Source: an optimization exercise on an open RTL-to-GDS flow (aim: a short achievable clock period and few clock cycles per item). Production flows keep margins and buffers that such runs may drop. Where RTL was checked, it was by simulation tests only, not by an equivalence proof against the original. Function not checked in run 2: the RTL went through the layout flow alone. Power figures rest on the tool's default switching activity, not on a simulated workload.

==> design.v <==
`timescale 1ns/1ps
package lc4_pkg;
    parameter int XLEN = 16;
    typedef logic [XLEN-1:0] word_t;
    typedef logic [2:0]      reg_idx_t;
    typedef logic [2:0]      nzp_t;
    typedef word_t           imm_t;
    localparam nzp_t NZP_NEG  = 3'b100;
    localparam nzp_t NZP_ZERO = 3'b010;
    localparam nzp_t NZP_POS  = 3'b001;
    typedef enum logic [3:0] {
        OPC_ARITH   = 4'b0001,
        OPC_LOGIC   = 4'b0101,
        OPC_CONST   = 4'b1001,
        OPC_HICONST = 4'b1101
    } opcode_e;
    typedef enum logic [3:0] {
        ALU_ADD,
        ALU_SUB,
        ALU_MUL,
        ALU_ADDI,
        ALU_AND,
        ALU_OR,
        ALU_XOR,
        ALU_NOT,
        ALU_ANDI,
        ALU_CONST,
        ALU_HICONST,
        ALU_NOP
    } alu_op_e;
endpackage
`timescale 1ns/1ps
module lc4_regfile
(
    input  logic     gwe,
    input  logic     i_arst_n,
    input  lc4_pkg::reg_idx_t i_rs,
    input  lc4_pkg::reg_idx_t i_rt,
    output lc4_pkg::word_t    o_rs_data,
    output lc4_pkg::word_t    o_rt_data,
    input  logic     i_we,
    input  lc4_pkg::reg_idx_t i_wsel,
    input  lc4_pkg::word_t    i_wdata
);
    lc4_pkg::word_t regs [8];
    assign o_rs_data = regs[i_rs];
    assign o_rt_data = regs[i_rt];
    always_ff @(posedge gwe or negedge i_arst_n) begin
        if (!i_arst_n) begin
            for (int i = 0; i < 8; i++) begin
                regs[i] <= '0;
            end
        end else if (i_we) begin
            regs[i_wsel] <= i_wdata;
        end
    end
endmodule
`timescale 1ns/1ps
module lc4_decode
(
    input  lc4_pkg::word_t    i_insn,
    output lc4_pkg::reg_idx_t o_rd,
    output lc4_pkg::reg_idx_t o_rs,
    output lc4_pkg::reg_idx_t o_rt,
    output logic     o_we,
    output logic     o_use_s,
    output logic     o_use_t,
    output logic     o_is_mul,
    output logic     o_is_add,
    output logic     o_sub,
    output logic     o_imm_b,
    output logic [7:0] o_lut,
    output lc4_pkg::word_t    o_imm
);
    logic [3:0] opc;
    logic [2:0] sub_op;
    assign opc    = i_insn[15:12];
    assign sub_op = i_insn[5:3];
    always_comb begin
        o_rd     = i_insn[11:9];
        o_rs     = i_insn[8:6];
        o_rt     = i_insn[2:0];
        o_we     = 1'b0;
        o_use_s  = 1'b0;
        o_use_t  = 1'b0;
        o_is_mul = 1'b0;
        o_is_add = 1'b0;
        o_sub    = 1'b0;
        o_imm_b  = 1'b0;
        o_lut    = 8'h00;
        o_imm    = {{11{i_insn[4]}}, i_insn[4:0]};
        case (opc)
            4'b0001: begin
                o_use_s = 1'b1;
                if (sub_op[2]) begin
                    o_we     = 1'b1;
                    o_is_add = 1'b1;
                    o_imm_b  = 1'b1;
                end else begin
                    case (sub_op[1:0])
                        2'b00: begin o_we = 1'b1; o_is_add = 1'b1; o_use_t = 1'b1; end
                        2'b01: begin o_we = 1'b1; o_is_mul = 1'b1; o_use_t = 1'b1; end
                        2'b10: begin o_we = 1'b1; o_is_add = 1'b1; o_use_t = 1'b1; o_sub = 1'b1; end
                        default: o_use_s = 1'b0;
                    endcase
                end
            end
            4'b0101: begin
                o_we    = 1'b1;
                o_use_s = 1'b1;
                if (sub_op[2]) begin
                    o_imm_b = 1'b1;
                    o_lut   = 8'h88;
                end else begin
                    case (sub_op[1:0])
                        2'b00: begin o_use_t = 1'b1; o_lut = 8'h88; end
                        2'b01: begin o_lut = 8'h33; end
                        2'b10: begin o_use_t = 1'b1; o_lut = 8'hEE; end
                        default: begin o_use_t = 1'b1; o_lut = 8'h66; end
                    endcase
                end
            end
            4'b1001: begin
                o_we    = 1'b1;
                o_imm_b = 1'b1;
                o_lut   = 8'hAA;
                o_imm   = {{7{i_insn[8]}}, i_insn[8:0]};
            end
            4'b1101: begin
                o_we    = 1'b1;
                o_use_s = 1'b1;
                o_rs    = i_insn[11:9];
                o_imm_b = 1'b1;
                o_lut   = 8'hAC;
                o_imm   = {i_insn[7:0], 8'h00};
            end
            default: ;
        endcase
    end
endmodule
`timescale 1ns/1ps
module insn_queue
#(
    parameter int DEPTH = 8,
    parameter int W     = 16
) (
    input  logic         gwe,
    input  logic         i_arst_n,
    input  logic         i_push,
    input  logic [W-1:0] i_data,
    input  logic         i_pop,
    output logic         o_empty,
    output logic [W-1:0] o_head
);
    localparam int PTR_W = $clog2(DEPTH);
    logic [W-1:0] mem [DEPTH];
    logic [PTR_W-1:0] wr_ptr;
    logic [PTR_W-1:0] rd_ptr;
    logic             wr_lap;
    logic             rd_lap;
    assign o_empty = (wr_ptr == rd_ptr) & (wr_lap == rd_lap);
    assign o_head  = mem[rd_ptr];
    always_ff @(posedge gwe) begin
        if (i_push) begin
            mem[wr_ptr] <= i_data;
        end
    end
    always_ff @(posedge gwe or negedge i_arst_n) begin
        if (!i_arst_n) begin
            wr_ptr <= '0;
            rd_ptr <= '0;
            wr_lap <= 1'b0;
            rd_lap <= 1'b0;
        end else begin
            if (i_push) begin
                if (wr_ptr == PTR_W'(DEPTH - 1)) begin
                    wr_ptr <= '0;
                    wr_lap <= ~wr_lap;
                end else begin
                    wr_ptr <= wr_ptr + 1'b1;
                end
            end
            if (i_pop) begin
                if (rd_ptr == PTR_W'(DEPTH - 1)) begin
                    rd_ptr <= '0;
                    rd_lap <= ~rd_lap;
                end else begin
                    rd_ptr <= rd_ptr + 1'b1;
                end
            end
        end
    end
endmodule
`timescale 1ns/1ps
module lc4_mul_s1 (
    input  logic [15:0] a,
    input  logic [15:0] b,
    output logic [54:0] cs
);
    wire one0 = b[0] ^ 1'b0;
    wire two0 = (b[1] & ~b[0] & ~1'b0) | (~b[1] & b[0] & 1'b0);
    wire neg0 = b[1];
    wire pp0_0 = ((one0 & a[0]) | (two0 & 1'b0)) ^ neg0;
    wire pp0_1 = ((one0 & a[1]) | (two0 & a[0])) ^ neg0;
    wire pp0_2 = ((one0 & a[2]) | (two0 & a[1])) ^ neg0;
    wire pp0_3 = ((one0 & a[3]) | (two0 & a[2])) ^ neg0;
    wire pp0_4 = ((one0 & a[4]) | (two0 & a[3])) ^ neg0;
    wire pp0_5 = ((one0 & a[5]) | (two0 & a[4])) ^ neg0;
    wire pp0_6 = ((one0 & a[6]) | (two0 & a[5])) ^ neg0;
    wire pp0_7 = ((one0 & a[7]) | (two0 & a[6])) ^ neg0;
    wire pp0_8 = ((one0 & a[8]) | (two0 & a[7])) ^ neg0;
    wire pp0_9 = ((one0 & a[9]) | (two0 & a[8])) ^ neg0;
    wire pp0_10 = ((one0 & a[10]) | (two0 & a[9])) ^ neg0;
    wire pp0_11 = ((one0 & a[11]) | (two0 & a[10])) ^ neg0;
    wire pp0_12 = ((one0 & a[12]) | (two0 & a[11])) ^ neg0;
    wire pp0_13 = ((one0 & a[13]) | (two0 & a[12])) ^ neg0;
    wire pp0_14 = ((one0 & a[14]) | (two0 & a[13])) ^ neg0;
    wire pp0_15 = ((one0 & a[15]) | (two0 & a[14])) ^ neg0;
    wire one1 = b[2] ^ b[1];
    wire two1 = (b[3] & ~b[2] & ~b[1]) | (~b[3] & b[2] & b[1]);
    wire neg1 = b[3];
    wire pp1_0 = ((one1 & a[0]) | (two1 & 1'b0)) ^ neg1;
    wire pp1_1 = ((one1 & a[1]) | (two1 & a[0])) ^ neg1;
    wire pp1_2 = ((one1 & a[2]) | (two1 & a[1])) ^ neg1;
    wire pp1_3 = ((one1 & a[3]) | (two1 & a[2])) ^ neg1;
    wire pp1_4 = ((one1 & a[4]) | (two1 & a[3])) ^ neg1;
    wire pp1_5 = ((one1 & a[5]) | (two1 & a[4])) ^ neg1;
    wire pp1_6 = ((one1 & a[6]) | (two1 & a[5])) ^ neg1;
    wire pp1_7 = ((one1 & a[7]) | (two1 & a[6])) ^ neg1;
    wire pp1_8 = ((one1 & a[8]) | (two1 & a[7])) ^ neg1;
    wire pp1_9 = ((one1 & a[9]) | (two1 & a[8])) ^ neg1;
    wire pp1_10 = ((one1 & a[10]) | (two1 & a[9])) ^ neg1;
    wire pp1_11 = ((one1 & a[11]) | (two1 & a[10])) ^ neg1;
    wire pp1_12 = ((one1 & a[12]) | (two1 & a[11])) ^ neg1;
    wire pp1_13 = ((one1 & a[13]) | (two1 & a[12])) ^ neg1;
    wire one2 = b[4] ^ b[3];
    wire two2 = (b[5] & ~b[4] & ~b[3]) | (~b[5] & b[4] & b[3]);
    wire neg2 = b[5];
    wire pp2_0 = ((one2 & a[0]) | (two2 & 1'b0)) ^ neg2;
    wire pp2_1 = ((one2 & a[1]) | (two2 & a[0])) ^ neg2;
    wire pp2_2 = ((one2 & a[2]) | (two2 & a[1])) ^ neg2;
    wire pp2_3 = ((one2 & a[3]) | (two2 & a[2])) ^ neg2;
    wire pp2_4 = ((one2 & a[4]) | (two2 & a[3])) ^ neg2;
    wire pp2_5 = ((one2 & a[5]) | (two2 & a[4])) ^ neg2;
    wire pp2_6 = ((one2 & a[6]) | (two2 & a[5])) ^ neg2;
    wire pp2_7 = ((one2 & a[7]) | (two2 & a[6])) ^ neg2;
    wire pp2_8 = ((one2 & a[8]) | (two2 & a[7])) ^ neg2;
    wire pp2_9 = ((one2 & a[9]) | (two2 & a[8])) ^ neg2;
    wire pp2_10 = ((one2 & a[10]) | (two2 & a[9])) ^ neg2;
    wire pp2_11 = ((one2 & a[11]) | (two2 & a[10])) ^ neg2;
    wire one3 = b[6] ^ b[5];
    wire two3 = (b[7] & ~b[6] & ~b[5]) | (~b[7] & b[6] & b[5]);
    wire neg3 = b[7];
    wire pp3_0 = ((one3 & a[0]) | (two3 & 1'b0)) ^ neg3;
    wire pp3_1 = ((one3 & a[1]) | (two3 & a[0])) ^ neg3;
    wire pp3_2 = ((one3 & a[2]) | (two3 & a[1])) ^ neg3;
    wire pp3_3 = ((one3 & a[3]) | (two3 & a[2])) ^ neg3;
    wire pp3_4 = ((one3 & a[4]) | (two3 & a[3])) ^ neg3;
    wire pp3_5 = ((one3 & a[5]) | (two3 & a[4])) ^ neg3;
    wire pp3_6 = ((one3 & a[6]) | (two3 & a[5])) ^ neg3;
    wire pp3_7 = ((one3 & a[7]) | (two3 & a[6])) ^ neg3;
    wire pp3_8 = ((one3 & a[8]) | (two3 & a[7])) ^ neg3;
    wire pp3_9 = ((one3 & a[9]) | (two3 & a[8])) ^ neg3;
    wire one4 = b[8] ^ b[7];
    wire two4 = (b[9] & ~b[8] & ~b[7]) | (~b[9] & b[8] & b[7]);
    wire neg4 = b[9];
    wire pp4_0 = ((one4 & a[0]) | (two4 & 1'b0)) ^ neg4;
    wire pp4_1 = ((one4 & a[1]) | (two4 & a[0])) ^ neg4;
    wire pp4_2 = ((one4 & a[2]) | (two4 & a[1])) ^ neg4;
    wire pp4_3 = ((one4 & a[3]) | (two4 & a[2])) ^ neg4;
    wire pp4_4 = ((one4 & a[4]) | (two4 & a[3])) ^ neg4;
    wire pp4_5 = ((one4 & a[5]) | (two4 & a[4])) ^ neg4;
    wire pp4_6 = ((one4 & a[6]) | (two4 & a[5])) ^ neg4;
    wire pp4_7 = ((one4 & a[7]) | (two4 & a[6])) ^ neg4;
    wire one5 = b[10] ^ b[9];
    wire two5 = (b[11] & ~b[10] & ~b[9]) | (~b[11] & b[10] & b[9]);
    wire neg5 = b[11];
    wire pp5_0 = ((one5 & a[0]) | (two5 & 1'b0)) ^ neg5;
    wire pp5_1 = ((one5 & a[1]) | (two5 & a[0])) ^ neg5;
    wire pp5_2 = ((one5 & a[2]) | (two5 & a[1])) ^ neg5;
    wire pp5_3 = ((one5 & a[3]) | (two5 & a[2])) ^ neg5;
    wire pp5_4 = ((one5 & a[4]) | (two5 & a[3])) ^ neg5;
    wire pp5_5 = ((one5 & a[5]) | (two5 & a[4])) ^ neg5;
    wire one6 = b[12] ^ b[11];
    wire two6 = (b[13] & ~b[12] & ~b[11]) | (~b[13] & b[12] & b[11]);
    wire neg6 = b[13];
    wire pp6_0 = ((one6 & a[0]) | (two6 & 1'b0)) ^ neg6;
    wire pp6_1 = ((one6 & a[1]) | (two6 & a[0])) ^ neg6;
    wire pp6_2 = ((one6 & a[2]) | (two6 & a[1])) ^ neg6;
    wire pp6_3 = ((one6 & a[3]) | (two6 & a[2])) ^ neg6;
    wire one7 = b[14] ^ b[13];
    wire two7 = (b[15] & ~b[14] & ~b[13]) | (~b[15] & b[14] & b[13]);
    wire neg7 = b[15];
    wire pp7_0 = ((one7 & a[0]) | (two7 & 1'b0)) ^ neg7;
    wire pp7_1 = ((one7 & a[1]) | (two7 & a[0])) ^ neg7;
    wire s1 = pp0_10 ^ pp1_8;
    wire k2 = pp0_10 & pp1_8;
    wire s3 = pp0_11 ^ pp1_9;
    wire k4 = pp0_11 & pp1_9;
    wire s5 = pp0_12 ^ pp1_10 ^ pp2_8;
    wire k6 = (pp0_12 & pp1_10) | (pp0_12 & pp2_8) | (pp1_10 & pp2_8);
    wire s7 = pp3_6 ^ pp4_4;
    wire k8 = pp3_6 & pp4_4;
    wire s9 = pp0_13 ^ pp1_11 ^ pp2_9;
    wire k10 = (pp0_13 & pp1_11) | (pp0_13 & pp2_9) | (pp1_11 & pp2_9);
    wire s11 = pp3_7 ^ pp4_5;
    wire k12 = pp3_7 & pp4_5;
    wire s13 = pp0_14 ^ pp1_12 ^ pp2_10;
    wire k14 = (pp0_14 & pp1_12) | (pp0_14 & pp2_10) | (pp1_12 & pp2_10);
    wire s15 = pp3_8 ^ pp4_6 ^ pp5_4;
    wire k16 = (pp3_8 & pp4_6) | (pp3_8 & pp5_4) | (pp4_6 & pp5_4);
    wire s17 = pp6_2 ^ pp7_0;
    wire k18 = pp6_2 & pp7_0;
    wire s19 = pp0_15 ^ pp1_13 ^ pp2_11;
    wire s20 = pp3_9 ^ pp4_7 ^ pp5_5;
    wire s21 = pp6_3 ^ pp7_1;
    wire s22 = pp0_6 ^ pp1_4;
    wire k23 = pp0_6 & pp1_4;
    wire s24 = pp0_7 ^ pp1_5;
    wire k25 = pp0_7 & pp1_5;
    wire s26 = pp0_8 ^ pp1_6 ^ pp2_4;
    wire k27 = (pp0_8 & pp1_6) | (pp0_8 & pp2_4) | (pp1_6 & pp2_4);
    wire s28 = pp3_2 ^ pp4_0;
    wire k29 = pp3_2 & pp4_0;
    wire s30 = pp0_9 ^ pp1_7 ^ pp2_5;
    wire k31 = (pp0_9 & pp1_7) | (pp0_9 & pp2_5) | (pp1_7 & pp2_5);
    wire s32 = pp3_3 ^ pp4_1;
    wire k33 = pp3_3 & pp4_1;
    wire s34 = s1 ^ pp2_6 ^ pp3_4;
    wire k35 = (s1 & pp2_6) | (s1 & pp3_4) | (pp2_6 & pp3_4);
    wire s36 = pp4_2 ^ pp5_0 ^ neg5;
    wire k37 = (pp4_2 & pp5_0) | (pp4_2 & neg5) | (pp5_0 & neg5);
    wire s38 = s3 ^ pp2_7 ^ pp3_5;
    wire k39 = (s3 & pp2_7) | (s3 & pp3_5) | (pp2_7 & pp3_5);
    wire s40 = pp4_3 ^ pp5_1 ^ k2;
    wire k41 = (pp4_3 & pp5_1) | (pp4_3 & k2) | (pp5_1 & k2);
    wire s42 = s5 ^ s7 ^ pp5_2;
    wire k43 = (s5 & s7) | (s5 & pp5_2) | (s7 & pp5_2);
    wire s44 = pp6_0 ^ neg6 ^ k4;
    wire k45 = (pp6_0 & neg6) | (pp6_0 & k4) | (neg6 & k4);
    wire s46 = s9 ^ s11 ^ pp5_3;
    wire k47 = (s9 & s11) | (s9 & pp5_3) | (s11 & pp5_3);
    wire s48 = pp6_1 ^ k6 ^ k8;
    wire k49 = (pp6_1 & k6) | (pp6_1 & k8) | (k6 & k8);
    wire s50 = s13 ^ s15 ^ s17;
    wire k51 = (s13 & s15) | (s13 & s17) | (s15 & s17);
    wire s52 = neg7 ^ k10 ^ k12;
    wire k53 = (neg7 & k10) | (neg7 & k12) | (k10 & k12);
    wire s54 = s19 ^ s20 ^ s21;
    wire s55 = k14 ^ k16 ^ k18;
    assign cs[0] = pp0_0;
    assign cs[1] = neg0;
    assign cs[2] = pp0_1;
    assign cs[3] = pp0_2;
    assign cs[4] = pp1_0;
    assign cs[5] = neg1;
    assign cs[6] = pp0_3;
    assign cs[7] = pp1_1;
    assign cs[8] = pp0_4;
    assign cs[9] = pp1_2;
    assign cs[10] = pp2_0;
    assign cs[11] = neg2;
    assign cs[12] = pp0_5;
    assign cs[13] = pp1_3;
    assign cs[14] = pp2_1;
    assign cs[15] = s22;
    assign cs[16] = pp2_2;
    assign cs[17] = pp3_0;
    assign cs[18] = neg3;
    assign cs[19] = s24;
    assign cs[20] = pp2_3;
    assign cs[21] = pp3_1;
    assign cs[22] = k23;
    assign cs[23] = s26;
    assign cs[24] = s28;
    assign cs[25] = neg4;
    assign cs[26] = k25;
    assign cs[27] = s30;
    assign cs[28] = s32;
    assign cs[29] = k27;
    assign cs[30] = k29;
    assign cs[31] = s34;
    assign cs[32] = s36;
    assign cs[33] = k31;
    assign cs[34] = k33;
    assign cs[35] = s38;
    assign cs[36] = s40;
    assign cs[37] = k35;
    assign cs[38] = k37;
    assign cs[39] = s42;
    assign cs[40] = s44;
    assign cs[41] = k39;
    assign cs[42] = k41;
    assign cs[43] = s46;
    assign cs[44] = s48;
    assign cs[45] = k43;
    assign cs[46] = k45;
    assign cs[47] = s50;
    assign cs[48] = s52;
    assign cs[49] = k47;
    assign cs[50] = k49;
    assign cs[51] = s54;
    assign cs[52] = s55;
    assign cs[53] = k51;
    assign cs[54] = k53;
endmodule
module lc4_mul_s2 (
    input  logic [54:0] cs,
    output logic [15:0] p
);
    wire s1 = cs[8] ^ cs[9];
    wire k2 = cs[8] & cs[9];
    wire s3 = cs[12] ^ cs[13];
    wire k4 = cs[12] & cs[13];
    wire s5 = cs[15] ^ cs[16] ^ cs[17];
    wire k6 = (cs[15] & cs[16]) | (cs[15] & cs[17]) | (cs[16] & cs[17]);
    wire s7 = cs[19] ^ cs[20] ^ cs[21];
    wire k8 = (cs[19] & cs[20]) | (cs[19] & cs[21]) | (cs[20] & cs[21]);
    wire s9 = cs[23] ^ cs[24] ^ cs[25];
    wire k10 = (cs[23] & cs[24]) | (cs[23] & cs[25]) | (cs[24] & cs[25]);
    wire s11 = cs[27] ^ cs[28] ^ cs[29];
    wire k12 = (cs[27] & cs[28]) | (cs[27] & cs[29]) | (cs[28] & cs[29]);
    wire s13 = cs[31] ^ cs[32] ^ cs[33];
    wire k14 = (cs[31] & cs[32]) | (cs[31] & cs[33]) | (cs[32] & cs[33]);
    wire s15 = cs[35] ^ cs[36] ^ cs[37];
    wire k16 = (cs[35] & cs[36]) | (cs[35] & cs[37]) | (cs[36] & cs[37]);
    wire s17 = cs[39] ^ cs[40] ^ cs[41];
    wire k18 = (cs[39] & cs[40]) | (cs[39] & cs[41]) | (cs[40] & cs[41]);
    wire s19 = cs[43] ^ cs[44] ^ cs[45];
    wire k20 = (cs[43] & cs[44]) | (cs[43] & cs[45]) | (cs[44] & cs[45]);
    wire s21 = cs[47] ^ cs[48] ^ cs[49];
    wire k22 = (cs[47] & cs[48]) | (cs[47] & cs[49]) | (cs[48] & cs[49]);
    wire s23 = cs[51] ^ cs[52] ^ cs[53];
    wire s24 = cs[3] ^ cs[4];
    wire k25 = cs[3] & cs[4];
    wire s26 = cs[6] ^ cs[7];
    wire k27 = cs[6] & cs[7];
    wire s28 = s1 ^ cs[10] ^ cs[11];
    wire k29 = (s1 & cs[10]) | (s1 & cs[11]) | (cs[10] & cs[11]);
    wire s30 = s3 ^ cs[14] ^ k2;
    wire k31 = (s3 & cs[14]) | (s3 & k2) | (cs[14] & k2);
    wire s32 = s5 ^ cs[18] ^ k4;
    wire k33 = (s5 & cs[18]) | (s5 & k4) | (cs[18] & k4);
    wire s34 = s7 ^ cs[22] ^ k6;
    wire k35 = (s7 & cs[22]) | (s7 & k6) | (cs[22] & k6);
    wire s36 = s9 ^ cs[26] ^ k8;
    wire k37 = (s9 & cs[26]) | (s9 & k8) | (cs[26] & k8);
    wire s38 = s11 ^ cs[30] ^ k10;
    wire k39 = (s11 & cs[30]) | (s11 & k10) | (cs[30] & k10);
    wire s40 = s13 ^ cs[34] ^ k12;
    wire k41 = (s13 & cs[34]) | (s13 & k12) | (cs[34] & k12);
    wire s42 = s15 ^ cs[38] ^ k14;
    wire k43 = (s15 & cs[38]) | (s15 & k14) | (cs[38] & k14);
    wire s44 = s17 ^ cs[42] ^ k16;
    wire k45 = (s17 & cs[42]) | (s17 & k16) | (cs[42] & k16);
    wire s46 = s19 ^ cs[46] ^ k18;
    wire k47 = (s19 & cs[46]) | (s19 & k18) | (cs[46] & k18);
    wire s48 = s21 ^ cs[50] ^ k20;
    wire k49 = (s21 & cs[50]) | (s21 & k20) | (cs[50] & k20);
    wire s50 = s23 ^ cs[54] ^ k22;
    wire [15:0] r0 = {s50, s48, s46, s44, s42, s40, s38, s36, s34, s32, s30, s28, s26, s24, cs[2], cs[0]};
    wire [15:0] r1 = {k49, k47, k45, k43, k41, k39, k37, k35, k33, k31, k29, k27, k25, cs[5], 1'b0, cs[1]};
    assign p = r0 + r1;
endmodule
`timescale 1ns/1ps
module lc4_core
#(
    parameter int CAP = 7
) (
    input  logic     gwe,
    input  logic     i_arst_n,
    input  logic     i_insn_valid,
    input  lc4_pkg::word_t    i_insn,
    output logic     o_insn_ready,
    output logic     o_ret_valid,
    input  logic     i_ret_ready,
    output lc4_pkg::word_t    o_ret_insn,
    output logic     o_ret_we,
    output lc4_pkg::reg_idx_t o_ret_wsel,
    output lc4_pkg::word_t    o_ret_data,
    output lc4_pkg::nzp_t     o_ret_nzp
);
    localparam int CNT_W = $clog2(CAP) + 1;
    localparam int CS_W  = 55;
    logic             acc;
    logic             ret;
    logic [CNT_W-1:0] n_fl;
    logic [CNT_W-1:0] n_nx;
    logic             rdy_q;
    assign acc  = i_insn_valid & rdy_q;
    assign ret  = o_ret_valid & i_ret_ready;
    assign n_nx = n_fl + {{(CNT_W-1){1'b0}}, acc} - {{(CNT_W-1){1'b0}}, ret};
    assign o_insn_ready = rdy_q;
    always_ff @(posedge gwe or negedge i_arst_n) begin
        if (!i_arst_n) begin
            n_fl  <= '0;
            rdy_q <= 1'b1;
        end else begin
            n_fl  <= n_nx;
            rdy_q <= (n_nx < CNT_W'(CAP));
        end
    end
    logic           iq_empty;
    lc4_pkg::word_t iq_head;
    logic           iq_pop;
    insn_queue #(.DEPTH(CAP), .W(16)) u_iq (
        .gwe      (gwe),
        .i_arst_n (i_arst_n),
        .i_push   (acc),
        .i_data   (i_insn),
        .i_pop    (iq_pop),
        .o_empty  (iq_empty),
        .o_head   (iq_head)
    );
    logic              d_v;
    lc4_pkg::word_t    d_insn;
    lc4_pkg::reg_idx_t d_rs, d_rt;
    logic              d_we, d_use_s, d_use_t, d_is_mul, d_is_add, d_sub, d_imm_b;
    logic [7:0]        d_lut;
    lc4_pkg::word_t    d_imm;
    lc4_pkg::reg_idx_t q_rd, q_rs, q_rt;
    logic              q_we, q_use_s, q_use_t, q_is_mul, q_is_add, q_sub, q_imm_b;
    logic [7:0]        q_lut;
    lc4_pkg::word_t    q_imm;
    lc4_decode u_decode (
        .i_insn   (iq_head),
        .o_rd     (q_rd),
        .o_rs     (q_rs),
        .o_rt     (q_rt),
        .o_we     (q_we),
        .o_use_s  (q_use_s),
        .o_use_t  (q_use_t),
        .o_is_mul (q_is_mul),
        .o_is_add (q_is_add),
        .o_sub    (q_sub),
        .o_imm_b  (q_imm_b),
        .o_lut    (q_lut),
        .o_imm    (q_imm)
    );
    logic              x_v;
    lc4_pkg::word_t    x_insn;
    logic              x_we;       
    logic              x_mulw;     
    logic              x_sub;
    logic [7:0]        x_lut;
    logic              x_fa, x_fb;           
    logic              x_s00, x_s10, x_s01p, x_s01n, x_s11, x_slog;
    lc4_pkg::word_t    x_a, x_b;
    logic              m_v;
    lc4_pkg::word_t    m_insn;
    logic              m_we;
    logic              m_is_mul;
    lc4_pkg::word_t    r1;
    logic [CS_W-1:0]   m_cs;
    logic              w_v;
    lc4_pkg::word_t    w_insn;
    logic              w_we;
    lc4_pkg::word_t    r2;
    lc4_pkg::word_t    prod;
    logic stall;
    logic d_load;
    assign stall  = d_v & x_mulw & ((d_use_s & (d_rs == x_insn[11:9])) | (d_use_t & (d_rt == x_insn[11:9])));
    assign d_load = ~d_v | ~stall;
    assign iq_pop = d_load & ~iq_empty;
    always_ff @(posedge gwe or negedge i_arst_n) begin
        if (!i_arst_n) begin
            d_v <= 1'b0;
        end else if (d_load) begin
            d_v <= ~iq_empty;
        end
    end
    always_ff @(posedge gwe) begin
        if (d_load) begin
            d_insn   <= iq_head;
            d_rs     <= q_rs;
            d_rt     <= q_rt;
            d_we     <= q_we;
            d_use_s  <= q_use_s;
            d_use_t  <= q_use_t;
            d_is_mul <= q_is_mul;
            d_is_add <= q_is_add;
            d_sub    <= q_sub;
            d_imm_b  <= q_imm_b;
            d_lut    <= q_lut;
            d_imm    <= q_imm;
        end
    end
    lc4_pkg::word_t rf_s, rf_t;
    lc4_regfile u_regfile (
        .gwe       (gwe),
        .i_arst_n  (i_arst_n),
        .i_rs      (d_rs),
        .i_rt      (d_rt),
        .o_rs_data (rf_s),
        .o_rt_data (rf_t),
        .i_we      (w_we),
        .i_wsel    (w_insn[11:9]),
        .i_wdata   (r2)
    );
    logic hx_s, hm_s, hw_s, hx_t, hm_t, hw_t;
    assign hx_s = x_we & (x_insn[11:9] == d_rs);
    assign hm_s = m_we & (m_insn[11:9] == d_rs);
    assign hw_s = w_we & (w_insn[11:9] == d_rs);
    assign hx_t = x_we & (x_insn[11:9] == d_rt);
    assign hm_t = m_we & (m_insn[11:9] == d_rt);
    assign hw_t = w_we & (w_insn[11:9] == d_rt);
    logic issue;
    assign issue = d_v & ~stall;
    logic fa_n, fb_n;
    assign fa_n = hx_s;
    assign fb_n = hx_t & ~d_imm_b;
    always_ff @(posedge gwe or negedge i_arst_n) begin
        if (!i_arst_n) begin
            x_v    <= 1'b0;
            x_we   <= 1'b0;
            x_mulw <= 1'b0;
            m_v    <= 1'b0;
            m_we   <= 1'b0;
            w_v    <= 1'b0;
            w_we   <= 1'b0;
        end else begin
            x_v    <= issue;
            x_we   <= issue & d_we;
            x_mulw <= issue & d_is_mul;
            m_v    <= x_v;
            m_we   <= x_we;
            w_v    <= m_v;
            w_we   <= m_we;
        end
    end
    logic inv_a, inv_b;
    assign inv_a = d_sub & fb_n;
    assign inv_b = d_sub & ~fb_n;
    logic pm_s, pm_t;        
    assign pm_s = hm_s & m_is_mul;
    assign pm_t = hm_t & m_is_mul;
    lc4_pkg::word_t oth_a, oth_b, nx_a, nx_b;
    assign oth_a = ({16{hm_s & ~m_is_mul}} & r1) |
                   ({16{~hm_s & hw_s}} & r2) |
                   ({16{~hm_s & ~hw_s}} & rf_s);
    assign oth_b = ({16{hm_t & ~m_is_mul}} & r1) |
                   ({16{~hm_t & hw_t}} & r2) |
                   ({16{~hm_t & ~hw_t}} & rf_t);
    assign nx_a = ({16{pm_s & ~inv_a}} & prod) | ({16{pm_s & inv_a}} & ~prod) |
                  ({16{~pm_s}} & (oth_a ^ {16{inv_a}}));
    assign nx_b = d_imm_b ? d_imm :
                  (({16{pm_t & ~inv_b}} & prod) | ({16{pm_t & inv_b}} & ~prod) |
                   ({16{~pm_t}} & (oth_b ^ {16{inv_b}})));
    always_ff @(posedge gwe) begin
        x_insn <= d_insn;
        x_sub  <= d_sub;
        x_lut  <= d_lut;
        x_fa   <= fa_n;
        x_fb   <= fb_n;
        x_s00  <= d_is_add & ~fa_n & ~fb_n;
        x_s10  <= d_is_add &  fa_n & ~fb_n;
        x_s01p <= d_is_add & ~fa_n &  fb_n & ~d_sub;
        x_s01n <= d_is_add & ~fa_n &  fb_n &  d_sub;
        x_s11  <= d_is_add &  fa_n &  fb_n;
        x_slog <= ~d_is_add;
        x_a    <= nx_a;
        x_b    <= nx_b;
    end
    lc4_pkg::word_t a, b, s00, s10, s01, s11, lres, alu;
    logic [CS_W-1:0] cs;
    assign s00  = x_a + x_b + {15'd0, x_sub};
    assign s10  = r1 + x_b + {15'd0, x_sub};
    assign s01  = x_a + r1;
    assign s11  = x_sub ? 16'd0 : {r1[14:0], 1'b0};
    assign a = x_fa ? r1 : x_a;
    assign b = x_fb ? r1 : x_b;
    always_comb begin
        for (int i = 0; i < 16; i++) begin
            if (i < 8) begin
                lres[i] = (a[i] & b[i] & x_lut[3]) | (a[i] & ~b[i] & x_lut[2]) |
                          (~a[i] & b[i] & x_lut[1]) | (~a[i] & ~b[i] & x_lut[0]);
            end else begin
                lres[i] = (a[i] & b[i] & x_lut[7]) | (a[i] & ~b[i] & x_lut[6]) |
                          (~a[i] & b[i] & x_lut[5]) | (~a[i] & ~b[i] & x_lut[4]);
            end
        end
    end
    assign alu = ({16{x_s00}} & s00) | ({16{x_s10}} & s10) | ({16{x_s01p}} & s01) |
                 ({16{x_s01n}} & ~s01) | ({16{x_s11}} & s11) | ({16{x_slog}} & lres);
    lc4_mul_s1 u_mul1 (
        .a  (a),
        .b  (b),
        .cs (cs)
    );
    always_ff @(posedge gwe) begin
        m_insn   <= x_insn;
        m_is_mul <= x_mulw;
        r1       <= alu;
        m_cs     <= cs;
    end
    lc4_mul_s2 u_mul2 (
        .cs (m_cs),
        .p  (prod)
    );
    always_ff @(posedge gwe) begin
        w_insn <= m_insn;
        r2     <= m_is_mul ? prod : r1;
    end
    localparam int QW = 16 + 1 + 16;
    logic [QW-1:0] w_rec;
    assign w_rec = {w_insn, w_we, r2};
    logic          oq_empty;
    logic [QW-1:0] oq_head;
    logic [QW-1:0] nx_rec;
    logic          out_free;
    logic          oq_pop;
    logic          oq_push;
    assign out_free = ~o_ret_valid | i_ret_ready;
    assign oq_pop   = out_free & ~oq_empty;
    assign oq_push  = w_v & ~(out_free & oq_empty);
    insn_queue #(.DEPTH(CAP - 1), .W(QW)) u_oq (
        .gwe      (gwe),
        .i_arst_n (i_arst_n),
        .i_push   (oq_push),
        .i_data   (w_rec),
        .i_pop    (oq_pop),
        .o_empty  (oq_empty),
        .o_head   (oq_head)
    );
    assign nx_rec = oq_empty ? w_rec : oq_head;
    always_ff @(posedge gwe or negedge i_arst_n) begin
        if (!i_arst_n) begin
            o_ret_valid <= 1'b0;
        end else if (out_free) begin
            o_ret_valid <= ~oq_empty | w_v;
        end
    end
    always_ff @(posedge gwe) begin
        if (out_free) begin
            {o_ret_insn, o_ret_we, o_ret_data} <= nx_rec;
            o_ret_nzp <= nx_rec[15] ? lc4_pkg::NZP_NEG :
                         (nx_rec[15:0] == 16'd0) ? lc4_pkg::NZP_ZERO : lc4_pkg::NZP_POS;
        end
    end
    assign o_ret_wsel = o_ret_insn[11:9];
endmodule
==> run.sh <==
#!/bin/bash
# synth_recipe.tcl (not shown) runs the flow's synth.tcl, then flattens the netlist and writes it again
# the make line also repeats each setting of config.mk as NAME=value (left out here)
make -C /OpenROAD-flow-scripts/flow DESIGN_CONFIG=/design/flow/config.mk WORK_HOME=/design/flow/orfs CLKGATE_MAP_FILE= SYNTH_SCRIPT=/design/flow/synth_recipe.tcl finish
==> config.mk <==
export PLATFORM = sky130hd
export DESIGN_NAME = lc4_core
export DESIGN_NICKNAME = lc4_core
export VERILOG_FILES = /design/flow/design.v
export SDC_FILE = /design/flow/constraint.sdc
export NUM_CORES = 4
export LEC_CHECK = 0
export CAP_MARGIN = 20
export CORE_MARGIN = 2
export CORE_UTILIZATION = 40
export PLACE_DENSITY = 0.6
export SETUP_SLACK_MARGIN = 5
export SLEW_MARGIN = 20
export TNS_END_PERCENT = 100
==> constraint.sdc <==
create_clock -name core_clock -period 8.2 [get_ports {gwe}]
set_input_delay 1.6400 -clock core_clock [delete_from_list [all_inputs] [get_ports {gwe}]]
set_output_delay 1.6400 -clock core_clock [all_outputs]
set_load 0.01 [all_outputs]
==> flow_summary.toml, run 1 <==
[status]
status = "no timing/DRC/antenna violations"

[power_and_ir_drop]
power_density_mw_per_mm2 = 461
ir_drop_mv = 0.234
report.power.total_mw = 19.0
p_leak_nw = 15.8

[finish]
drive_gt1_share_pct = 19.3
stdcell_count = 4245
syn_to_final_growth_pct = 15.4
final_common_cell = "edfxtp_1"
final_cell_mix = "394 x edfxtp_1, 235 x o21ai_0, 210 x nand2_1"
fin_area_mm2 = 0.0412
final_util_pct = 46.6
nets = 3147

[global_routing]
grt_pass1_wl_um = 151000
track_usage_pct = 21.5
met1_usage_pct = 29.7
grtUsageMet2_pct = 34.6
grt_pass1_vias = 24626
gr-total-overflow = 0
antenna_found_initial = 1
use_met3_pct = 4.12
grt_start_max_net_pins = 71
top_usage_layer = "met2"

[detailed_routing]
vias = 24771
wire_per_inst_um = 23.5
drc = 0
dr.first_iter.drc_count = 2208
dr.pass1.iters = 5
ant_nets = 0
totalWireLength_um = 99800
vias_per_cell = 5.84

[timing]
finalSetupViolations = 0
slew_headroom_pct = 33.3
min_period_ns = 3.59
period_share_pct = 43.8
hold_viol = 0
hold_ws_ns = 0.316
worst_slack_ns = 4.61
drv_slew = 0
fin_setup_tns_ns = 0
fmax_ghz = 0.278
finalClockSkew_ns = 0.0368
rsz0062_at_grt = "yes"
tightest_slew_ns = 0.992

[place]
gp_congestion = 0.905
dp.cells = 4059
post-place-ws_ns = 3.79
port_buffers = 60
place_area_mm2 = 0.0377
hpwl_um = 64900

[clocking]
cts_tree = "built"
ctsHoldBuffers = 0
clockRootBuffer = "clkbuf_16"
insertion_delay_ns = 0.64
h-tree-depth = 3
cts.sinks = 735
clk_pin_slew_ns = 0.06
cts_made_buffers = 79
clk_path_buf_depth = 3

[worst_setup_path]
worstSetupStartpointType = "register"
max_stage_delay_ns = 0.57
critPathCaptureType = "register"
critPathBufInv = 0
cp_max_fo = 5
cp-startpoint = "m_cs[29]"
ff2ff_path_depth = 10
slowest_stage = "fa_1"
r2r_start = "m_cs[29]"
crit_family = "adder cells"
crit_arrival_ns = 4.13
reg2reg_slack_ns = 4.61
crit_chain = "fa_1 -> fa_1 -> ha_4 -> or3_1 -> a211o_1 -> and2_4 -> a2111oi_4 -> xnor2_2 -> a21o_1 -> a2111oi_4"
critPathKind = "register to register"
reg2reg_to = "x_b[13]"
critPathRequiredTime_ns = 8.74

[hold_path]
hold_end = "w_insn[3]"
whs_path_depth = 0
hold_path.class = "register to register"
min_from = "m_insn[3]"

[die]
core_area_mm2 = 0.0884
rows = 109
die_y_um = 303
pin_count = 61
start_util_pct = 40.4
die_w_um = 303
die-area_mm2 = 0.0917

[yosys]
ys_types = 78
ys_seq_area_share_pct = 54.5
syn_area_mm2 = 0.0357
synth_async_sr_flop_share_pct = 21.5
yosys_warnings = 6
synth_cells = 2956
syn_area_per_cell_um2 = 12.1
synth-seq-cells = 735
synth_nets = 3091
synth_flop_cell = "edfxtp_1"
synth_edf_count = 394

[job]
drv_cap = 0
==> flip-flops by register name (all words and copies together) (netlist names), 4 cells and up <==
register,flops
r2,16
o_ret_insn,16
r1,16
x_a,16
m_cs,55
d_insn,16
u_regfile.regs,128
x_b,16
w_insn,16
o_ret_data,16
n_fl,4
x_lut,6
u_iq.mem,112
d_lut,6
m_insn,16
x_insn,16
u_oq.mem,198
d_imm,16
==> synthesized netlist by cell type (all sizes together), types with 11 or more instances <==
cell type,count,area share [%]
edfxtp,394,33
o21ai,246,3.4
nand2,215,2.3
dfxtp,183,10
a21oi,174,2.4
nor2,163,1.7
dfrtp,157,11
clkbuf,154,1.6
mux2,150,4.7
mux2i,139,3.9
xnor2,91,2.2
mux4,83,5.2
ha,75,2.6
inv,69,0.73
o22ai,51,0.89
nor3,43,0.60
xor2,43,1.1
a221oi,42,1.0
buf,40,0.54
fa,40,2.2
nand3,36,0.50
a22oi,32,0.67
a211oi,28,0.59
and2,24,0.43
o211ai,23,0.48
nand2b,20,0.35
nor2b,18,0.32
a21o,15,0.32
a31oi,15,0.26
o21a,15,0.32
and3,13,0.23
o221ai,11,0.27
==> timing repair <==
item	4_1_cts	5_1_grt
endpoints found under the setup margin	245	164
setup buffers	25	8
cloned	2	2
resized for setup	80	62
pin swaps	34	22
==> worst max path at each step <==
stage | end | cells past startpoint
after global routing | x_b[13] | 10
after floorplan | u_oq.mem[0][0] | 4
final | x_b[13] | 10
after detailed placement | u_oq.mem[5][14] | 6
after global placement | u_oq.mem[5][4] | 6
after CTS | x_b[13] | 10
==> kinds of logic after synthesis <==
kind of cell,share of synthesized area (%)
compound gates,13.1
xor+xnor,3.29
fa+ha+maj,4.87
buf+inv,2.92
flops,54.5
mux,13.9
simple gates,7.56
==> final cells by class <==
class	count	area (um^2)
Tap cell	1165	1460
Clock inverter	43	502
Timing Repair Buffer	165	1480
Fill cell	7853	47200
Inverter	73	282
Antenna cell	1	2.50
Multi-Input combinational cell	1958	15900
Sequential cell	735	19500
Clock buffer	105	2160
==> layer usage <==
metal / vias up / wire [um]
met1: 12420 / 43700
met3: 192 / 6830
li1: 11232 / -
met2: 927 / 46500
met4: 0 / 2700
met5: - / 0
==> where the power goes <==
group          internal, mW  switching [mW]  leakage (nW)
Combinational          3.67            5.24          7.10
Clock                  2.11            1.52          1.30
Sequential             5.45            1.03          7.38
Testbench counts, summed over its fixed seeds: cycles 16,357, items 16,000.
==> run 2: changes to the inputs <==
--- a/design.v
+++ b/design.v
@@ -196,5 +196,5 @@
     input  logic [15:0] a,
     input  logic [15:0] b,
-    output logic [54:0] cs
+    output logic [43:0] cs
 );
     wire one0 = b[0] ^ 1'b0;
@@ -349,4 +349,27 @@
     wire s54 = s19 ^ s20 ^ s21;
     wire s55 = k14 ^ k16 ^ k18;
+    wire s56 = pp0_4 ^ pp1_2;
+    wire k57 = pp0_4 & pp1_2;
+    wire s58 = pp0_5 ^ pp1_3;
+    wire k59 = pp0_5 & pp1_3;
+    wire s60 = s22 ^ pp2_2 ^ pp3_0;
+    wire k61 = (s22 & pp2_2) | (s22 & pp3_0) | (pp2_2 & pp3_0);
+    wire s62 = s24 ^ pp2_3 ^ pp3_1;
+    wire k63 = (s24 & pp2_3) | (s24 & pp3_1) | (pp2_3 & pp3_1);
+    wire s64 = s26 ^ s28 ^ neg4;
+    wire k65 = (s26 & s28) | (s26 & neg4) | (s28 & neg4);
+    wire s66 = s30 ^ s32 ^ k27;
+    wire k67 = (s30 & s32) | (s30 & k27) | (s32 & k27);
+    wire s68 = s34 ^ s36 ^ k31;
+    wire k69 = (s34 & s36) | (s34 & k31) | (s36 & k31);
+    wire s70 = s38 ^ s40 ^ k35;
+    wire k71 = (s38 & s40) | (s38 & k35) | (s40 & k35);
+    wire s72 = s42 ^ s44 ^ k39;
+    wire k73 = (s42 & s44) | (s42 & k39) | (s44 & k39);
+    wire s74 = s46 ^ s48 ^ k43;
+    wire k75 = (s46 & s48) | (s46 & k43) | (s48 & k43);
+    wire s76 = s50 ^ s52 ^ k47;
+    wire k77 = (s50 & s52) | (s50 & k47) | (s52 & k47);
+    wire s78 = s54 ^ s55 ^ k51;
     assign cs[0] = pp0_0;
     assign cs[1] = neg0;
@@ -357,108 +380,74 @@
     assign cs[6] = pp0_3;
     assign cs[7] = pp1_1;
-    assign cs[8] = pp0_4;
-    assign cs[9] = pp1_2;
-    assign cs[10] = pp2_0;
-    assign cs[11] = neg2;
-    assign cs[12] = pp0_5;
-    assign cs[13] = pp1_3;
-    assign cs[14] = pp2_1;
-    assign cs[15] = s22;
-    assign cs[16] = pp2_2;
-    assign cs[17] = pp3_0;
-    assign cs[18] = neg3;
-    assign cs[19] = s24;
-    assign cs[20] = pp2_3;
-    assign cs[21] = pp3_1;
-    assign cs[22] = k23;
-    assign cs[23] = s26;
-    assign cs[24] = s28;
-    assign cs[25] = neg4;
-    assign cs[26] = k25;
-    assign cs[27] = s30;
-    assign cs[28] = s32;
-    assign cs[29] = k27;
-    assign cs[30] = k29;
-    assign cs[31] = s34;
-    assign cs[32] = s36;
-    assign cs[33] = k31;
-    assign cs[34] = k33;
-    assign cs[35] = s38;
-    assign cs[36] = s40;
-    assign cs[37] = k35;
-    assign cs[38] = k37;
-    assign cs[39] = s42;
-    assign cs[40] = s44;
-    assign cs[41] = k39;
-    assign cs[42] = k41;
-    assign cs[43] = s46;
-    assign cs[44] = s48;
-    assign cs[45] = k43;
-    assign cs[46] = k45;
-    assign cs[47] = s50;
-    assign cs[48] = s52;
-    assign cs[49] = k47;
-    assign cs[50] = k49;
-    assign cs[51] = s54;
-    assign cs[52] = s55;
-    assign cs[53] = k51;
-    assign cs[54] = k53;
+    assign cs[8] = s56;
+    assign cs[9] = pp2_0;
+    assign cs[10] = neg2;
+    assign cs[11] = s58;
+    assign cs[12] = pp2_1;
+    assign cs[13] = k57;
+    assign cs[14] = s60;
+    assign cs[15] = neg3;
+    assign cs[16] = k59;
+    assign cs[17] = s62;
+    assign cs[18] = k23;
+    assign cs[19] = k61;
+    assign cs[20] = s64;
+    assign cs[21] = k25;
+    assign cs[22] = k63;
+    assign cs[23] = s66;
+    assign cs[24] = k29;
+    assign cs[25] = k65;
+    assign cs[26] = s68;
+    assign cs[27] = k33;
+    assign cs[28] = k67;
+    assign cs[29] = s70;
+    assign cs[30] = k37;
+    assign cs[31] = k69;
+    assign cs[32] = s72;
+    assign cs[33] = k41;
+    assign cs[34] = k71;
+    assign cs[35] = s74;
+    assign cs[36] = k45;
+    assign cs[37] = k73;
+    assign cs[38] = s76;
+    assign cs[39] = k49;
+    assign cs[40] = k75;
+    assign cs[41] = s78;
+    assign cs[42] = k53;
+    assign cs[43] = k77;
 endmodule
 module lc4_mul_s2 (
-    input  logic [54:0] cs,
+    input  logic [43:0] cs,
     output logic [15:0] p
 );
-    wire s1 = cs[8] ^ cs[9];
-    wire k2 = cs[8] & cs[9];
-    wire s3 = cs[12] ^ cs[13];
-    wire k4 = cs[12] & cs[13];
-    wire s5 = cs[15] ^ cs[16] ^ cs[17];
-    wire k6 = (cs[15] & cs[16]) | (cs[15] & cs[17]) | (cs[16] & cs[17]);
-    wire s7 = cs[19] ^ cs[20] ^ cs[21];
-    wire k8 = (cs[19] & cs[20]) | (cs[19] & cs[21]) | (cs[20] & cs[21]);
-    wire s9 = cs[23] ^ cs[24] ^ cs[25];
-    wire k10 = (cs[23] & cs[24]) | (cs[23] & cs[25]) | (cs[24] & cs[25]);
-    wire s11 = cs[27] ^ cs[28] ^ cs[29];
-    wire k12 = (cs[27] & cs[28]) | (cs[27] & cs[29]) | (cs[28] & cs[29]);
-    wire s13 = cs[31] ^ cs[32] ^ cs[33];
-    wire k14 = (cs[31] & cs[32]) | (cs[31] & cs[33]) | (cs[32] & cs[33]);
-    wire s15 = cs[35] ^ cs[36] ^ cs[37];
-    wire k16 = (cs[35] & cs[36]) | (cs[35] & cs[37]) | (cs[36] & cs[37]);
-    wire s17 = cs[39] ^ cs[40] ^ cs[41];
-    wire k18 = (cs[39] & cs[40]) | (cs[39] & cs[41]) | (cs[40] & cs[41]);
-    wire s19 = cs[43] ^ cs[44] ^ cs[45];
-    wire k20 = (cs[43] & cs[44]) | (cs[43] & cs[45]) | (cs[44] & cs[45]);
-    wire s21 = cs[47] ^ cs[48] ^ cs[49];
-    wire k22 = (cs[47] & cs[48]) | (cs[47] & cs[49]) | (cs[48] & cs[49]);
-    wire s23 = cs[51] ^ cs[52] ^ cs[53];
-    wire s24 = cs[3] ^ cs[4];
-    wire k25 = cs[3] & cs[4];
-    wire s26 = cs[6] ^ cs[7];
-    wire k27 = cs[6] & cs[7];
-    wire s28 = s1 ^ cs[10] ^ cs[11];
-    wire k29 = (s1 & cs[10]) | (s1 & cs[11]) | (cs[10] & cs[11]);
-    wire s30 = s3 ^ cs[14] ^ k2;
-    wire k31 = (s3 & cs[14]) | (s3 & k2) | (cs[14] & k2);
-    wire s32 = s5 ^ cs[18] ^ k4;
-    wire k33 = (s5 & cs[18]) | (s5 & k4) | (cs[18] & k4);
-    wire s34 = s7 ^ cs[22] ^ k6;
-    wire k35 = (s7 & cs[22]) | (s7 & k6) | (cs[22] & k6);
-    wire s36 = s9 ^ cs[26] ^ k8;
-    wire k37 = (s9 & cs[26]) | (s9 & k8) | (cs[26] & k8);
-    wire s38 = s11 ^ cs[30] ^ k10;
-    wire k39 = (s11 & cs[30]) | (s11 & k10) | (cs[30] & k10);
-    wire s40 = s13 ^ cs[34] ^ k12;
-    wire k41 = (s13 & cs[34]) | (s13 & k12) | (cs[34] & k12);
-    wire s42 = s15 ^ cs[38] ^ k14;
-    wire k43 = (s15 & cs[38]) | (s15 & k14) | (cs[38] & k14);
-    wire s44 = s17 ^ cs[42] ^ k16;
-    wire k45 = (s17 & cs[42]) | (s17 & k16) | (cs[42] & k16);
-    wire s46 = s19 ^ cs[46] ^ k18;
-    wire k47 = (s19 & cs[46]) | (s19 & k18) | (cs[46] & k18);
-    wire s48 = s21 ^ cs[50] ^ k20;
-    wire k49 = (s21 & cs[50]) | (s21 & k20) | (cs[50] & k20);
-    wire s50 = s23 ^ cs[54] ^ k22;
-    wire [15:0] r0 = {s50, s48, s46, s44, s42, s40, s38, s36, s34, s32, s30, s28, s26, s24, cs[2], cs[0]};
-    wire [15:0] r1 = {k49, k47, k45, k43, k41, k39, k37, k35, k33, k31, k29, k27, k25, cs[5], 1'b0, cs[1]};
+    wire s1 = cs[3] ^ cs[4];
+    wire k2 = cs[3] & cs[4];
+    wire s3 = cs[6] ^ cs[7];
+    wire k4 = cs[6] & cs[7];
+    wire s5 = cs[8] ^ cs[9] ^ cs[10];
+    wire k6 = (cs[8] & cs[9]) | (cs[8] & cs[10]) | (cs[9] & cs[10]);
+    wire s7 = cs[11] ^ cs[12] ^ cs[13];
+    wire k8 = (cs[11] & cs[12]) | (cs[11] & cs[13]) | (cs[12] & cs[13]);
+    wire s9 = cs[14] ^ cs[15] ^ cs[16];
+    wire k10 = (cs[14] & cs[15]) | (cs[14] & cs[16]) | (cs[15] & cs[16]);
+    wire s11 = cs[17] ^ cs[18] ^ cs[19];
+    wire k12 = (cs[17] & cs[18]) | (cs[17] & cs[19]) | (cs[18] & cs[19]);
+    wire s13 = cs[20] ^ cs[21] ^ cs[22];
+    wire k14 = (cs[20] & cs[21]) | (cs[20] & cs[22]) | (cs[21] & cs[22]);
+    wire s15 = cs[23] ^ cs[24] ^ cs[25];
+    wire k16 = (cs[23] & cs[24]) | (cs[23] & cs[25]) | (cs[24] & cs[25]);
+    wire s17 = cs[26] ^ cs[27] ^ cs[28];
+    wire k18 = (cs[26] & cs[27]) | (cs[26] & cs[28]) | (cs[27] & cs[28]);
+    wire s19 = cs[29] ^ cs[30] ^ cs[31];
+    wire k20 = (cs[29] & cs[30]) | (cs[29] & cs[31]) | (cs[30] & cs[31]);
+    wire s21 = cs[32] ^ cs[33] ^ cs[34];
+    wire k22 = (cs[32] & cs[33]) | (cs[32] & cs[34]) | (cs[33] & cs[34]);
+    wire s23 = cs[35] ^ cs[36] ^ cs[37];
+    wire k24 = (cs[35] & cs[36]) | (cs[35] & cs[37]) | (cs[36] & cs[37]);
+    wire s25 = cs[38] ^ cs[39] ^ cs[40];
+    wire k26 = (cs[38] & cs[39]) | (cs[38] & cs[40]) | (cs[39] & cs[40]);
+    wire s27 = cs[41] ^ cs[42] ^ cs[43];
+    wire [15:0] r0 = {s27, s25, s23, s21, s19, s17, s15, s13, s11, s9, s7, s5, s3, s1, cs[2], cs[0]};
+    wire [15:0] r1 = {k26, k24, k22, k20, k18, k16, k14, k12, k10, k8, k6, k4, k2, cs[5], 1'b0, cs[1]};
     assign p = r0 + r1;
 endmodule
@@ -482,5 +471,5 @@
 );
     localparam int CNT_W = $clog2(CAP) + 1;
-    localparam int CS_W  = 55;
+    localparam int CS_W  = 44;
     logic             acc;
     logic             ret;
@@ -544,6 +533,7 @@
     logic              x_sub;
     logic [7:0]        x_lut;
-    logic              x_fa, x_fb;           
-    logic              x_s00, x_s10, x_s01p, x_s01n, x_s11, x_slog;
+    logic              x_fa1, x_fa2, x_fa0, x_fb1, x_fb2, x_fb0;
+    logic              x_s00, x_s10, x_s01p, x_s01n, x_s20, x_s02p, x_s02n;
+    logic              x_sd1, x_sd2, x_slog;
     lc4_pkg::word_t    x_a, x_b;
     logic              m_v;
@@ -558,7 +548,20 @@
     lc4_pkg::word_t    r2;
     lc4_pkg::word_t    prod;
+    logic hx_s, hm_s, hw_s, hx_t, hm_t, hw_t;
+    assign hx_s = x_we & (x_insn[11:9] == d_rs);
+    assign hm_s = m_we & (m_insn[11:9] == d_rs);
+    assign hw_s = w_we & (w_insn[11:9] == d_rs);
+    assign hx_t = x_we & (x_insn[11:9] == d_rt);
+    assign hm_t = m_we & (m_insn[11:9] == d_rt);
+    assign hw_t = w_we & (w_insn[11:9] == d_rt);
+    logic fa1, fa2, fb1, fb2;
+    assign fa1 = hx_s;
+    assign fa2 = ~hx_s & hm_s & m_is_mul;
+    assign fb1 = ~d_imm_b & hx_t;
+    assign fb2 = ~d_imm_b & ~hx_t & hm_t & m_is_mul;
     logic stall;
     logic d_load;
-    assign stall  = d_v & x_mulw & ((d_use_s & (d_rs == x_insn[11:9])) | (d_use_t & (d_rt == x_insn[11:9])));
+    assign stall  = d_v & ((x_mulw & ((d_use_s & hx_s) | (d_use_t & hx_t))) |
+                           (d_use_s & d_use_t & ((fa1 & fb2) | (fa2 & fb1))));
     assign d_load = ~d_v | ~stall;
     assign iq_pop = d_load & ~iq_empty;
@@ -598,16 +601,6 @@
         .i_wdata   (r2)
     );
-    logic hx_s, hm_s, hw_s, hx_t, hm_t, hw_t;
-    assign hx_s = x_we & (x_insn[11:9] == d_rs);
-    assign hm_s = m_we & (m_insn[11:9] == d_rs);
-    assign hw_s = w_we & (w_insn[11:9] == d_rs);
-    assign hx_t = x_we & (x_insn[11:9] == d_rt);
-    assign hm_t = m_we & (m_insn[11:9] == d_rt);
-    assign hw_t = w_we & (w_insn[11:9] == d_rt);
     logic issue;
     assign issue = d_v & ~stall;
-    logic fa_n, fb_n;
-    assign fa_n = hx_s;
-    assign fb_n = hx_t & ~d_imm_b;
     always_ff @(posedge gwe or negedge i_arst_n) begin
         if (!i_arst_n) begin
@@ -630,44 +623,41 @@
     end
     logic inv_a, inv_b;
-    assign inv_a = d_sub & fb_n;
-    assign inv_b = d_sub & ~fb_n;
-    logic pm_s, pm_t;        
-    assign pm_s = hm_s & m_is_mul;
-    assign pm_t = hm_t & m_is_mul;
-    lc4_pkg::word_t oth_a, oth_b, nx_a, nx_b;
-    assign oth_a = ({16{hm_s & ~m_is_mul}} & r1) |
-                   ({16{~hm_s & hw_s}} & r2) |
-                   ({16{~hm_s & ~hw_s}} & rf_s);
-    assign oth_b = ({16{hm_t & ~m_is_mul}} & r1) |
-                   ({16{~hm_t & hw_t}} & r2) |
-                   ({16{~hm_t & ~hw_t}} & rf_t);
-    assign nx_a = ({16{pm_s & ~inv_a}} & prod) | ({16{pm_s & inv_a}} & ~prod) |
-                  ({16{~pm_s}} & (oth_a ^ {16{inv_a}}));
-    assign nx_b = d_imm_b ? d_imm :
-                  (({16{pm_t & ~inv_b}} & prod) | ({16{pm_t & inv_b}} & ~prod) |
-                   ({16{~pm_t}} & (oth_b ^ {16{inv_b}})));
+    assign inv_a = d_sub & (fb1 | fb2);
+    assign inv_b = d_sub & ~(fb1 | fb2);
+    lc4_pkg::word_t rd_a, rd_b;
+    assign rd_a = hm_s ? r1 : hw_s ? r2 : rf_s;
+    assign rd_b = hm_t ? r1 : hw_t ? r2 : rf_t;
     always_ff @(posedge gwe) begin
         x_insn <= d_insn;
         x_sub  <= d_sub;
         x_lut  <= d_lut;
-        x_fa   <= fa_n;
-        x_fb   <= fb_n;
-        x_s00  <= d_is_add & ~fa_n & ~fb_n;
-        x_s10  <= d_is_add &  fa_n & ~fb_n;
-        x_s01p <= d_is_add & ~fa_n &  fb_n & ~d_sub;
-        x_s01n <= d_is_add & ~fa_n &  fb_n &  d_sub;
-        x_s11  <= d_is_add &  fa_n &  fb_n;
+        x_fa1  <= fa1;
+        x_fa2  <= fa2;
+        x_fa0  <= ~fa1 & ~fa2;
+        x_fb1  <= fb1;
+        x_fb2  <= fb2;
+        x_fb0  <= ~fb1 & ~fb2;
+        x_s00  <= d_is_add & ~fa1 & ~fa2 & ~fb1 & ~fb2;
+        x_s10  <= d_is_add &  fa1 & ~fb1 & ~fb2;
+        x_s20  <= d_is_add &  fa2 & ~fb1 & ~fb2;
+        x_s01p <= d_is_add & ~fa1 & ~fa2 & fb1 & ~d_sub;
+        x_s01n <= d_is_add & ~fa1 & ~fa2 & fb1 &  d_sub;
+        x_s02p <= d_is_add & ~fa1 & ~fa2 & fb2 & ~d_sub;
+        x_s02n <= d_is_add & ~fa1 & ~fa2 & fb2 &  d_sub;
+        x_sd1  <= d_is_add & fa1 & fb1 & ~d_sub;
+        x_sd2  <= d_is_add & fa2 & fb2 & ~d_sub;
         x_slog <= ~d_is_add;
-        x_a    <= nx_a;
-        x_b    <= nx_b;
+        x_a    <= rd_a ^ {16{inv_a}};
+        x_b    <= d_imm_b ? d_imm : (rd_b ^ {16{inv_b}});
     end
-    lc4_pkg::word_t a, b, s00, s10, s01, s11, lres, alu;
+    lc4_pkg::word_t a, b, s00, s10, s01, s20, s02, lres, alu;
     logic [CS_W-1:0] cs;
-    assign s00  = x_a + x_b + {15'd0, x_sub};
-    assign s10  = r1 + x_b + {15'd0, x_sub};
-    assign s01  = x_a + r1;
-    assign s11  = x_sub ? 16'd0 : {r1[14:0], 1'b0};
-    assign a = x_fa ? r1 : x_a;
-    assign b = x_fb ? r1 : x_b;
+    assign s00 = x_a + x_b + {15'd0, x_sub};
+    assign s10 = r1 + x_b + {15'd0, x_sub};
+    assign s20 = r2 + x_b + {15'd0, x_sub};
+    assign s01 = x_a + r1;
+    assign s02 = x_a + r2;
+    assign a = ({16{x_fa1}} & r1) | ({16{x_fa2}} & r2) | ({16{x_fa0}} & x_a);
+    assign b = ({16{x_fb1}} & r1) | ({16{x_fb2}} & r2) | ({16{x_fb0}} & x_b);
     always_comb begin
         for (int i = 0; i < 16; i++) begin
@@ -681,6 +671,9 @@
         end
     end
-    assign alu = ({16{x_s00}} & s00) | ({16{x_s10}} & s10) | ({16{x_s01p}} & s01) |
-                 ({16{x_s01n}} & ~s01) | ({16{x_s11}} & s11) | ({16{x_slog}} & lres);
+    assign alu = ({16{x_s00}} & s00) | ({16{x_s10}} & s10) | ({16{x_s20}} & s20) |
+                 ({16{x_s01p}} & s01) | ({16{x_s01n}} & ~s01) |
+                 ({16{x_s02p}} & s02) | ({16{x_s02n}} & ~s02) |
+                 ({16{x_sd1}} & {r1[14:0], 1'b0}) | ({16{x_sd2}} & {r2[14:0], 1'b0}) |
+                 ({16{x_slog}} & lres);
     lc4_mul_s1 u_mul1 (
         .a  (a),
==> flow/run.sh (new file) <==
#!/bin/bash
set -euo pipefail
cd "$(dirname "$0")/.."
bash standard.sh SETUP_SLACK_MARGIN=7 finish > flow_make.log 2>&1
==> standard.sh (new file) <==
#!/bin/bash
# synth_recipe.tcl (not shown) runs the flow's synth.tcl, then flattens the netlist and writes it again
# the make line also repeats each setting of config.mk as NAME=value (left out here)
make -C /OpenROAD-flow-scripts/flow DESIGN_CONFIG=/design/flow/config.mk WORK_HOME=/design/flow/orfs CLKGATE_MAP_FILE= SYNTH_SCRIPT=/design/flow/synth_recipe.tcl "${@:-finish}"
--- a/config.mk
+++ b/config.mk
@@ -10,5 +10,4 @@
 export CORE_UTILIZATION = 40
 export PLACE_DENSITY = 0.6
-export SETUP_SLACK_MARGIN = 5
 export SLEW_MARGIN = 20
 export TNS_END_PERCENT = 100
removed: run.sh
==> flow_summary.toml, run 2 <==
[clocking]
cts_made_buffers = 82
insertion_delay_ns = 0.69
cts_tree = "built"
h-tree-depth = 3
ctsHoldBuffers = 0
clk_pin_slew_ns = 0.06
cts.sinks = 732
clk_path_buf_depth = 3
clockRootBuffer = "clkbuf_16"

[worst_setup_path]
cpMostUsedCell = "xnor2_1"
crit_chain = "buf_6 -> buf_4 -> a22oi_2 -> and2_4 -> nor2_4 -> a22oi_2 -> a21oi_1 -> a211oi_2 -> fa_1 -> fa_2 -> xnor2_2 -> xnor2_1 -> xnor2_1 -> xnor2_1 -> xnor2_1 -> xnor2_1"
crit_family = "adder cells"
worstSetupStartpointType = "register"
max_stage_delay_ns = 0.49
reg2reg_slack_ns = 4.58
cp-startpoint = "x_fb0"
cp_max_fo = 6
r2r_start = "x_fb0"
critPathRequiredTime_ns = 8.77
critPathCaptureType = "register"
crit_arrival_ns = 4.19
critPathKind = "register to register"
ff2ff_path_depth = 16
critPathBufInv = 2
reg2reg_to = "m_cs[41]"
slowest_stage = "fa_1"

[hold_path]
hold_end = "w_insn[13]"
hold_path.class = "register to register"
whs_path_depth = 0
min_from = "m_insn[13]"

[timing]
fin_setup_tns_ns = 0
tightest_slew_ns = 1.00
finalSetupViolations = 0
period_share_pct = 44.2
finalClockSkew_ns = 0.0449
drv_slew = 0
slew_headroom_pct = 33.2
fmax_ghz = 0.276
hold_viol = 0
rsz0062_at_grt = "yes"
min_period_ns = 3.62

[finish]
final_common_cell = "edfxtp_1"
regMostFlops = "u_oq.mem"
final_util_pct = 57.2
reg.largest.list = "u_oq.mem x198, u_regfile.regs x128, u_iq.mem x112"
final_cell_mix = "394 x edfxtp_1, 260 x buf_4, 232 x nand2_1"
drive_gt1_share_pct = 42.3
syn_to_final_growth_pct = 42.0
largest_reg_flops = 198
fillers = 7259
nets = 3938

[detailed_routing]
drc = 0
wire_per_inst_um = 26.1
vias_per_cell = 5.96
dr.pass1.iters = 7
vias = 30374
dr.first_iter.drc_count = 3751
ant_nets = 0
totalWireLength_um = 133000

[yosys]
ys_seq_area_share_pct = 51.7
ys_top_cells_by_count = "394 x edfxtp_1, 304 x nand2_1, 245 x o21ai_0, 188 x nor2_1, 182 x clkbuf_1"
synth-seq-cells = 732
yosys.area.top_type_share_pct = 31.6
synth_compound_area_share_pct = 13.1
ys_types = 87
yosysMostFrequentCell = "edfxtp_1"
synth-adder-area-share_pct = 6.09
synth_edf_count = 394
synth_flop_cell = "edfxtp_1"
yosys_warnings = 6
synthSimpleGateAreaFrac_pct = 9.06
synth_nets = 3427
synth_top_family_by_area = "compound AO/OA/AOI/OAI gates"
synthMuxAreaShare_pct = 12.6
synth-xor-area-share_pct = 4.02
synth_async_sr_flop_share_pct = 21.6
synth_cells = 3260
syn_area_per_cell_um2 = 11.5
synth_top_area_cell = "edfxtp_1"
synth.area.top_cells = "edfxtp_1 32%, dfrtp_1 10%, dfxtp_1 9.6%"
syn_area_mm2 = 0.0375

[die]
start_util_pct = 40.3
die_w_um = 310
rows = 112
die_y_um = 310
core_area_mm2 = 0.0930
pin_count = 61
die-area_mm2 = 0.0962

[status]
status = "no timing/DRC/antenna violations"

[global_routing]
antenna_found_initial = 7
gr-total-overflow = 0
grt_pass1_wl_um = 187000
grt_start_max_net_pins = 53
grt_pass1_vias = 28948
track_usage_pct = 25.9

[job]
drv_cap = 0

[place]
gp_congestion = 0.895
hpwl_um = 68500
port_buffers = 60

[power_and_ir_drop]
power_density_mw_per_mm2 = 509
ir_drop_mv = 0.264
p_leak_nw = 21.2
==> run 2: cell types whose count changed in the layout (fill, tap and decap cells not counted), moves of 39 or more <==
cell / before / now
buf_4: 89 / 260
mux2_4: 0 / 99
buf_2: 0 / 39
o21ai_1: 7 / 65
buf_12: 3 / 73
buf_6: 13 / 158
a21oi_1: 171 / 113
o21ai_2: 4 / 49
nand2_2: 2 / 44
mux2_2: 150 / 57
o21ai_0: 235 / 114
buf_8: 1 / 51
==> run 2: where the power goes <==
part           leakage, nW  total, mW  switching, mW  internal (mW)
clock                 1.32       3.78           1.60           2.18
sequential            7.31       6.84           1.27           5.57
combinational         12.6       16.5           8.41           8.06
==> run 2: how the worst max path moves through the flow <==
stage	to	depth (start not counted)	slack [ns]
after floorplan	u_oq.mem[5][0]	4	4.30
after global placement	u_oq.mem[0][19]	6	3.83
after detailed placement	u_oq.mem[2][13]	7	3.80
after CTS	m_cs[41]	16	4.67
after global routing	m_cs[41]	14	4.51
final	m_cs[41]	16	4.58
==> run 2: timing repair <==
item                                   in CTS  in global routing
cloned                                     63                 23
setup endpoints to repair                1067                962
buffers inserted                          321                136
pin swaps                                 151                161
endpoints found under the hold margin       0                  0
gates resized for setup                  1011                365
==> run 2: cell type report <==
cell class / instances / area (um^2) / area share, %
multi-input cells: 2224 / 20900 / 39.4
clock inverters: 49 / 562 / 1.06
well taps: 1254 / 1570 / 2.95
inverters: 83 / 395 / 0.743
flip-flops and latches: 732 / 19500 / 36.7
diodes: 1 / 2.50 / 0.00470
clock buffers: 105 / 2170 / 4.07
repair buffers: 648 / 8030 / 15.1
==> run 2: worst register-to-register path: stages (launching register included) <==
cell and delay, ns:
dfxtp_4 0.38, buf_6 0.15, buf_4 0.14, a22oi_2 0.24
and2_4 0.28, nor2_4 0.09, a22oi_2 0.16, a21oi_1 0.11
a211oi_2 0.22, fa_1 0.49, fa_2 0.39, xnor2_2 0.14
xnor2_1 0.18, xnor2_1 0.15, xnor2_1 0.16, xnor2_1 0.16
xnor2_1 0.09
==> run 2: kinds of logic after synthesis <==
family,Yosys count
compound gates,766
simple gates,747
flops,732
mux,366
buf+inv,319
xor+xnor,171
fa+ha+maj,159
==> run 2: stage by stage <==
stage          total power, mW  hold slack (ns)  std cells  area [um^2]  setup WS (ns)
2_1_floorplan             14.6            0.310       3260        39600           4.30
3_3_place_gp              17.4            0.311       4398        40600           3.83
3_5_place_dp              17.6            0.312       4398        40600           3.80
4_1_cts                   25.0            0.324       4936        50100           4.67
5_1_grt                   28.4            0.335       5095        53200           4.51
6_report                  27.1            0.326       5096        53200           4.58
==> run 2: per-layer routing <==
layer | share of wire (%) | vias to the layer above | global-route usage, %
met5 | 0.025 | - | 0
met4 | 5.2 | 4 | 11.4
met3 | 8.7 | 392 | 4.89
met2 | 47 | 1677 | 41.4
met1 | 39 | 15079 | 34.5
li1 | - | 13222 | -

re-timing with driven ports:
The flow's constraints put no driver on any port. The routed layouts listed below were extracted and timed again, unchanged, in two steps. Step 1: set_driving_cell puts a clkbuf_16 on gwe and a buf_2 on each other input, an assumption about the parent block. Step 2 times the ports against the registers' clock, not the clock port: input delays grow and output delays shrink by t, the midpoint of the rising clock arrivals with the driver on. a / b / c = ideal / step 1 / step 2; a / b = the first two.
run	t, ns	setup WS [ns]	hold slack, ns	latest minus earliest clock arrival (ns)	pins driven straight from the clock port
run 1	0.695	4.607 / 4.607 / 4.236	0.316 / 0.316 / 0.316	0.041 / 0.041	1
run 2	0.736	4.578 / 4.578 / 4.578	0.326 / 0.326 / 0.326	0.046 / 0.045	1
After both steps every run listed still meets setup and hold. For run 1, which loses most, drivers alone change the setup slack by 0.000 ns; drivers and shift together by -0.371 ns.
